Context: an optimization exercise on an open-source flow, tuned for small area. The choices shown serve that exercise and are no tape-out recipe.
Only simulation tests tie the RTL to the original design; equivalence was not proved.
Power and IR drop assume default switching activity.

## rv32_exec_cluster
module rv32_exec_cluster (
    input  logic                   clk_i,
    input  logic                   rst_n_i,
    input  logic                   issue_valid_i,
    input  rv32_isa_pkg::exec_op_e issue_op_i,
    input  logic [32-1:0]       issue_a_i,
    input  logic [32-1:0]       issue_b_i,
    input  rv32_flow_pkg::tag_t    issue_tag_i,
    output logic                   issue_credit_o,
    input  logic                   res_credit_i,
    output logic                   res_valid_o,
    output rv32_flow_pkg::tag_t    res_tag_o,
    output logic [32-1:0]       res_data_o
);
export LEC_CHECK = 0
export CAP_MARGIN = 20
export CORE_MARGIN = 2
export CORE_UTILIZATION = 40
export SLEW_MARGIN = 20
export SYNTH_HIERARCHICAL = 1
create_clock -name core_clock -period 10.0 [get_ports {clk_i}]
standard.sh (not shown) runs the stock make flow with config.mk's settings and CLKGATE_MAP_FILE= SYNTH_SCRIPT=/design/flow/synth_recipe.tcl, a recipe that flattens the netlist after the stock synthesis.
==> flow/flow/run.sh <==
#!/bin/bash
# Layout: the standard flow (standard.sh) unchanged, with two placement
# and clock-tree options passed through the environment to the ORFS scripts:
#  - each port gets the platform's smallest buffer (buf_1) instead of the
#    default choice, clkdlybuf4s50_1;
#  - the clock tree is built from clkbuf_8 with sink clusters of at most
#    16 flip-flops within 50 um, without dummy loads.
# The make output goes to flow_make.log; ORFS keeps each step's log under orfs/logs.
set -euo pipefail
export BUFFER_PORTS_ARGS="-buffer_cell sky130_fd_sc_hd__buf_1"
export CTS_ARGS="-sink_clustering_enable -repair_clock_nets -buf_list sky130_fd_sc_hd__clkbuf_8 -sink_clustering_size 16 -sink_clustering_max_diameter 50 -dont_use_dummy_load"
bash standard.sh > flow_make.log 2>&1
The starting point completed with no timing, DRC or antenna violations.
Change:
--- a/flow/flow/run.sh
+++ b/flow/flow/run.sh
@@ -9,4 +9,4 @@
 set -euo pipefail
 export BUFFER_PORTS_ARGS="-buffer_cell sky130_fd_sc_hd__buf_1"
-export CTS_ARGS="-sink_clustering_enable -repair_clock_nets -buf_list sky130_fd_sc_hd__clkbuf_8 -sink_clustering_size 16 -sink_clustering_max_diameter 50 -dont_use_dummy_load"
+export CTS_ARGS="-sink_clustering_enable -repair_clock_nets -buf_list sky130_fd_sc_hd__clkbuf_8 -sink_clustering_size 20 -sink_clustering_max_diameter 50 -dont_use_dummy_load"
 bash standard.sh > flow_make.log 2>&1
Settings changed: CORE_UTILIZATION 40 to 60.
What happened: Global-route usage rises by 6.3 points; flip-flop and latch count stays the same; die area falls by 33%; via count falls by 0.30%; non-clock buffer count rises by 2; final area falls by 1.2%; setup slack gains 0.0083 ns; critical path depth does not change; utilization rises by 21 points; first-iteration DRC count rises by 5.8%.
Change:
--- a/flow/flow/run.sh
+++ b/flow/flow/run.sh
@@ -9,4 +9,4 @@
 set -euo pipefail
 export BUFFER_PORTS_ARGS="-buffer_cell sky130_fd_sc_hd__buf_1"
-export CTS_ARGS="-sink_clustering_enable -repair_clock_nets -buf_list sky130_fd_sc_hd__clkbuf_8 -sink_clustering_size 20 -sink_clustering_max_diameter 50 -dont_use_dummy_load"
+export CTS_ARGS="-sink_clustering_enable -repair_clock_nets -buf_list sky130_fd_sc_hd__clkbuf_8 -sink_clustering_size 16 -sink_clustering_max_diameter 50 -dont_use_dummy_load"
 bash standard.sh > flow_make.log 2>&1
Settings changed: CORE_UTILIZATION 60 to 40, GPL_TIMING_DRIVEN set to 0.
Non-clock buffer count rises by 10. Wire length rises by a little under a tenth. Final cell count rises by roughly a tenth. Final area rises by a few percent.
Change:
==> flow/flow/run.sh (replaced) <==
#!/bin/bash
# Layout: the standard flow (standard.sh) unchanged, with two placement
# and clock-tree options passed through the environment to the ORFS scripts:
#  - each port gets the platform's smallest buffer (buf_1) instead of the
#    default choice, clkdlybuf4s50_1;
#  - the clock tree is built from clkbuf_16 with sink clusters of at most
#    30 flip-flops within 80 um, without dummy loads.
# The make output goes to flow_make.log; ORFS keeps each step's log under orfs/logs.
set -euo pipefail
export BUFFER_PORTS_ARGS="-buffer_cell sky130_fd_sc_hd__buf_1"
export CTS_ARGS="-sink_clustering_enable -repair_clock_nets -buf_list sky130_fd_sc_hd__clkbuf_16 -sink_clustering_size 30 -sink_clustering_max_diameter 80 -dont_use_dummy_load"
bash standard.sh > flow_make.log 2>&1
Settings changed: CORE_UTILIZATION 40 to 50, GPL_TIMING_DRIVEN 0 to unset.
Outcome: Synthesized cell count stays the same; global-route usage goes up by 3.5 points; wire length is lower by 3.1%; cell count shrinks by 6.4%; power goes down by 1.3%; area after synthesis does not change.
Change:
--- a/flow/flow/run.sh
+++ b/flow/flow/run.sh
@@ -4,6 +4,6 @@
 #  - each port gets the platform's smallest buffer (buf_1) instead of the
 #    default choice, clkdlybuf4s50_1;
-#  - the clock tree is built from clkbuf_16 with sink clusters of at most
-#    30 flip-flops within 80 um, without dummy loads.
+#  - the clock tree is built from clkbuf_8 with sink clusters of at most
+#    16 flip-flops within 50 um, without dummy loads.
 # The make output goes to flow_make.log; ORFS keeps each step's log under orfs/logs.
 set -euo pipefail
Settings changed: CORE_UTILIZATION 50 to 60.
The changed run finished clean.
Core utilization rises by 10 points.
First-iteration DRC count rises by 2.4%.
Cell count falls by about 4%.
Area after synthesis is unchanged.
Sequential share of layout area rises by 0.37 points.
Critical path depth does not change.
Via count falls by about 1%.
Change:
Settings changed: CORE_UTILIZATION 60 to 50.
Result: Total power grows slightly. Cell area grows slightly. Synthesized cell count is unchanged. First-iteration DRC count shrinks by a few percent. Die area grows by about a fifth. Utilization shrinks by 10 points. Fmax grows by a few percent. Worst hold slack is worse by 0.028 ns.

Setup of onyx:
rv32_exec_cluster, a different RTL version from the one above (not shown whole).
Size: about 1100 cells after synthesis, roughly 120 I/O pins.
export LEC_CHECK = 0
export CAP_MARGIN = 20
export CORE_MARGIN = 2
export CORE_UTILIZATION = 40
export SLEW_MARGIN = 20
export SYNTH_HIERARCHICAL = 1
create_clock -name core_clock -period 10.0 [get_ports {clk_i}]
==> flow/flow/run.sh <==
#!/bin/bash
# Layout: the standard flow (standard.sh) unchanged, with two placement
# and clock-tree options passed through the environment to the ORFS scripts:
#  - each port gets the platform's smallest buffer (buf_1) instead of the
#    default choice, clkdlybuf4s50_1;
#  - the clock tree is built from clkbuf_16 with sink clusters of at most
#    20 flip-flops, without dummy loads.
# The make output goes to flow_make.log; ORFS keeps each step's log under orfs/logs.
set -euo pipefail
export BUFFER_PORTS_ARGS="-buffer_cell sky130_fd_sc_hd__buf_1"
export CTS_ARGS="-sink_clustering_enable -repair_clock_nets -buf_list sky130_fd_sc_hd__clkbuf_16 -sink_clustering_size 20 -sink_clustering_max_diameter 50 -dont_use_dummy_load"
bash standard.sh > flow_make.log 2>&1
--- input diff onyx..quartz ---
--- a/flow/flow/run.sh
+++ b/flow/flow/run.sh
@@ -11 +11 @@
-export CTS_ARGS="-sink_clustering_enable -repair_clock_nets -buf_list sky130_fd_sc_hd__clkbuf_16 -sink_clustering_size 20 -sink_clustering_max_diameter 50 -dont_use_dummy_load"
+export CTS_ARGS="-sink_clustering_enable -repair_clock_nets -buf_list sky130_fd_sc_hd__clkbuf_8 -sink_clustering_size 16 -sink_clustering_max_diameter 50 -dont_use_dummy_load"
==> run summary <==
quartz: flow completed, timing, DRC and antenna clean
Diff onyx -> quartz: total design power decreased about 7%; worst path arrival time moved up; clock-pin slew reported for the worst setup and hold paths after clock tree synthesis went up by 0.02 ns.
> inputs changed (quartz -> xenon)
==> flow/run.sh (new file) <==
#!/bin/bash
# synth_recipe.tcl (not shown) runs the flow's synth.tcl, then flattens the netlist and writes it again
# the make line also repeats each setting of config.mk as NAME=value (left out here)
make -C /OpenROAD-flow-scripts/flow DESIGN_CONFIG=/design/flow/config.mk WORK_HOME=/design/flow/orfs CLKGATE_MAP_FILE= SYNTH_SCRIPT=/design/flow/synth_recipe.tcl finish
--- a/flow/config.mk
+++ b/flow/config.mk
@@ -10,0 +11,3 @@
+export CTS_BUF_LIST = sky130_fd_sc_hd__clkbuf_16
+export CTS_CLUSTER_DIAMETER = 50
+export CTS_CLUSTER_SIZE = 20
removed: flow/flow/run.sh
removed: flow/standard.sh
[summary]
xenon: no failed stages, no open violations at the end. Comparing quartz with xenon, the overall fraction of global-route tracks in use came out essentially unchanged. Re combinational fraction of design power: xenon is 3.1 points down on quartz. Changes observed in xenon relative to quartz: placer congestion estimate moved down, number of clock buffers in the layout went up 1. Summary of xenon over quartz: layout overhead on the synthesized area now sits higher; power density over cell area now sits higher; worst max-slew margin expressed relative to the limit now sits higher. Comparing xenon against quartz, there is no change at all in count of state elements after synthesis. xenon vs. quartz: share of power burned in the clock network rose by 8.7 points, routed wire length rose by about 1.4%.
Input changes introduced in raven (baseline for comparison: xenon):
--- a/flow/config.mk
+++ b/flow/config.mk
@@ -11 +11 @@
-export CTS_BUF_LIST = sky130_fd_sc_hd__clkbuf_16
+export CTS_BUF_LIST = sky130_fd_sc_hd__clkbuf_8
@@ -13 +13 @@
-export CTS_CLUSTER_SIZE = 20
+export CTS_CLUSTER_SIZE = 16
==> comparison <==
Final cell utilization of the core (higher): xenon
Worst hold margin (higher): xenon
In the reports for raven and xenon, the smaller clock share of power belongs to raven.
Delta (raven minus xenon): routed wire length now smaller, worst setup slack comparable.

static timing again, ports no longer ideal:
In the flow no input, the clock included, has a driving cell. The finished layouts below were timed again as built, in two steps.
Step 1 (the two cells are an assumption about what drives the block):
set clk [get_ports {clk_i}]
set_driving_cell -lib_cell sky130_fd_sc_hd__clkbuf_16 $clk
set_driving_cell -lib_cell sky130_fd_sc_hd__buf_2 [delete_from_list [all_inputs] $clk]
Step 2 adds t to the input delays and takes it off the output delays; t is the mean of the earliest and latest rising clock arrival at the registers after step 1. Input paths then give back, and output paths get back, about the clock's delay inside the block.
a / b / c = no drivers / after step 1 / after step 2; a / b = the first two.
run | shift t [ns] | setup WS [ns] | worst setup path after step 2
the first run of note 1 | 0.571 | 0.797 / 0.797 / 0.797 | register to register
the second run of note 1 | 0.624 | 0.805 / 0.805 / 0.805 | register to register
the third run of note 1 | 0.632 | 0.631 / 0.631 / 0.631 | register to register
the fourth run of note 1 | 0.548 | 0.777 / 0.777 / 0.777 | register to register
the fifth run of note 1 | 0.542 | 0.558 / 0.558 / 0.558 | register to register
the sixth run of note 1 | 0.548 | 0.777 / 0.777 / 0.777 | register to register
onyx | 0.535 | 0.921 / 0.921 / 0.921 | register to register
quartz | 0.569 | 0.929 / 0.929 / 0.929 | register to register
xenon | 0.564 | 0.918 / 0.918 / 0.918 | register to register
raven | 0.603 | 0.917 / 0.917 / 0.917 | register to register
After both steps every run listed still meets setup and hold.
